What follows belongs to an exercise in optimizing a design on an open flow for small area; a production flow would make more cautious choices. Only simulation tests tie the RTL to the original design; equivalence was not proved. Power and IR drop assume default switching activity.

## mips_core
module mips_core (
    input  logic        clk,
    input  logic        reset,
    output logic [31:0] mem_addr,
    output logic        mem_read,
    output logic        mem_write,
    output logic [31:0] mem_wdata,
    input  logic [31:0] mem_rdata,
    output logic        trap
);
    logic [2:0] cnt;           
    logic       clr, halt;
    logic [1:0] ph;
    logic       s1, s2;
    assign ph = cnt[1:0];
    assign s1 = !clr && !halt && !cnt[2];
    assign s2 = !clr && !halt &&  cnt[2];
    logic [31:0] ins;
    logic [5:0]  op, fn;
    logic        rtype, r_alu, r_slt, r_sh, r_jr, r_jalr, i_alu, i_sext;
    logic        o_lw, o_sw, o_beq, o_j, o_jal, legal;
    assign ins    = mem_rdata;
    assign op     = ins[31:26];
    assign fn     = ins[5:0];
    assign rtype  = (op == 6'h00);
    assign r_alu  = rtype && (fn == 6'h21 || fn == 6'h23 || fn == 6'h24 ||
                              fn == 6'h25 || fn == 6'h26);
    assign r_slt  = rtype && (fn == 6'h2a || fn == 6'h2b);
    assign r_sh   = rtype && (fn == 6'h04 || fn == 6'h06 || fn == 6'h07);
    assign r_jr   = rtype && (fn == 6'h08);
    assign r_jalr = rtype && (fn == 6'h09);
    assign i_alu  = (op == 6'h09 || op == 6'h0c || op == 6'h0d || op == 6'h0e);
    assign o_lw   = (op == 6'h23);
    assign o_sw   = (op == 6'h2b);
    assign o_beq  = (op == 6'h04);
    assign o_j    = (op == 6'h02);
    assign o_jal  = (op == 6'h03);
    assign i_sext = (op == 6'h09) || o_lw || o_sw;
    assign legal  = r_alu || r_slt || r_sh || r_jr || r_jalr || i_alu ||
                    o_lw || o_sw || o_beq || o_j || o_jal;
    logic [31:0] pc;           
    logic [31:0] t1;           
    logic [31:0] t2;           
    logic        cy;           
    logic        cond;         
    localparam logic [3:0] K_NONE = 4'd0, K_SLT = 4'd1, K_SLL = 4'd2, K_SRL = 4'd3,
                           K_SRA = 4'd4, K_LW = 4'd5, K_SW = 4'd6, K_BEQ = 4'd7,
                           K_J = 4'd8, K_JAL = 4'd9, K_JR = 4'd10, K_JALR = 4'd11;
    logic [3:0]  kind;
    logic [4:0]  k_widx;
    logic        k_we, k_pct1, k_beq, k_jtop, k_lw, k_sw, k_left, k_arith;
    logic [1:0]  k_wsrc;       
    always_comb begin
        k_we   = (kind == K_SLT) || (kind == K_SLL) || (kind == K_SRL) || (kind == K_SRA) ||
                 (kind == K_LW) || (kind == K_JAL) || (kind == K_JALR);
  ...
Settings: LEC_CHECK=0, CAP_MARGIN=20, CORE_MARGIN=2, CORE_UTILIZATION=55, CTS_CLUSTER_DIAMETER=100, CTS_CLUSTER_SIZE=25, SLEW_MARGIN=20; clock period 12.0 ns.
run.sh (not shown) runs the stock make flow with config.mk's settings and CLKGATE_MAP_FILE= SYNTH_SCRIPT=/design/flow/synth_recipe.tcl, a recipe that flattens the netlist after the stock synthesis.
The baseline produced a clean layout.
Then changed:
==> flow/flow/run.sh (new file) <==
#!/bin/bash
# The standard layout (standard.sh) with two changes:
#  - synthesis maps logic with an area-oriented ABC script (flow/abc_area.script:
#    two rounds of &syn2, &dch and &nf -R 1000 (delay relaxed), no ABC buffering or gate upsizing; timing is
#    repaired by the standard placement and CTS steps). Everything else in the
#    synthesis (synth_recipe.tcl, ORFS synth.tcl, dfflibmap, flatten, renames) is
#    unchanged, so the registers are the standard synthesis's.
#  - input and output ports are buffered with sky130_fd_sc_hd__buf_1.
# The ORFS scripts are copied into this folder so that only the ABC script differs.
set -euo pipefail
S="$PWD/orfs_scripts"
rm -rf "$S"
cp -r "$FLOW_HOME/scripts" "$S"
cp flow/abc_area.script "$S/abc_speed.script"
bash standard.sh "SCRIPTS_DIR=$S" "BUFFER_PORTS_ARGS=-buffer_cell sky130_fd_sc_hd__buf_1" finish > standard_flow.log 2>&1
==> flow/flow/abc_area.script (new file) <==
&get -n
&st
&syn2
&dch
&nf -R 1000
&st
&syn2
&dch
&nf -R 1000
&put
==> flow/standard.sh (new file) <==
#!/bin/bash
# synth_recipe.tcl (not shown) runs the flow's synth.tcl, then flattens the netlist and writes it again
# the make line also repeats each setting of config.mk as NAME=value (left out here)
make -C /OpenROAD-flow-scripts/flow DESIGN_CONFIG=/design/flow/config.mk WORK_HOME=/design/flow/orfs CLKGATE_MAP_FILE= SYNTH_SCRIPT=/design/flow/synth_recipe.tcl "${@:-finish}"
removed: flow/run.sh
=> Routed wire length is higher by a few percent; worst setup slack improved by 0.16 ns; total power came out lower by a little under a tenth; combinational power is lower by well over a third; synthesized area is lower by a little under a tenth; non-clock buffer count went up by 16; cell area falls by a little under a tenth; hold slack got worse by 0.011 ns; clock-buffer cell count does not change; maximum frequency is higher slightly; first-iteration DRC count increases by about a fifth.

what the ideal ports hide:
In the flow no input, the clock included, has a driving cell. The finished layouts below were timed again as built, in two steps.
Step 1 sets driving cells, clkbuf_16 on the clock port and buf_2 on the other inputs (assumed; they add their load-dependent delay and slew).
Step 2, shift: input delay + t, output delay - t, t = (earliest + latest rising clock arrival at the registers) / 2. This alone moves slack from input paths to output paths.
Three values: ideal, step 1, step 2; two values: the first two.
run	t, ns	setup WS [ns]	cell pins on the clock port's net
the first run	0.702	3.235 / 3.238 / 2.535	1
the second run	0.705	3.398 / 3.430 / 2.725	1
After both steps setup and hold are still met in every run listed. For the first run, which loses most, drivers alone change the setup slack by +0.003 ns; drivers and shift together by -0.700 ns.
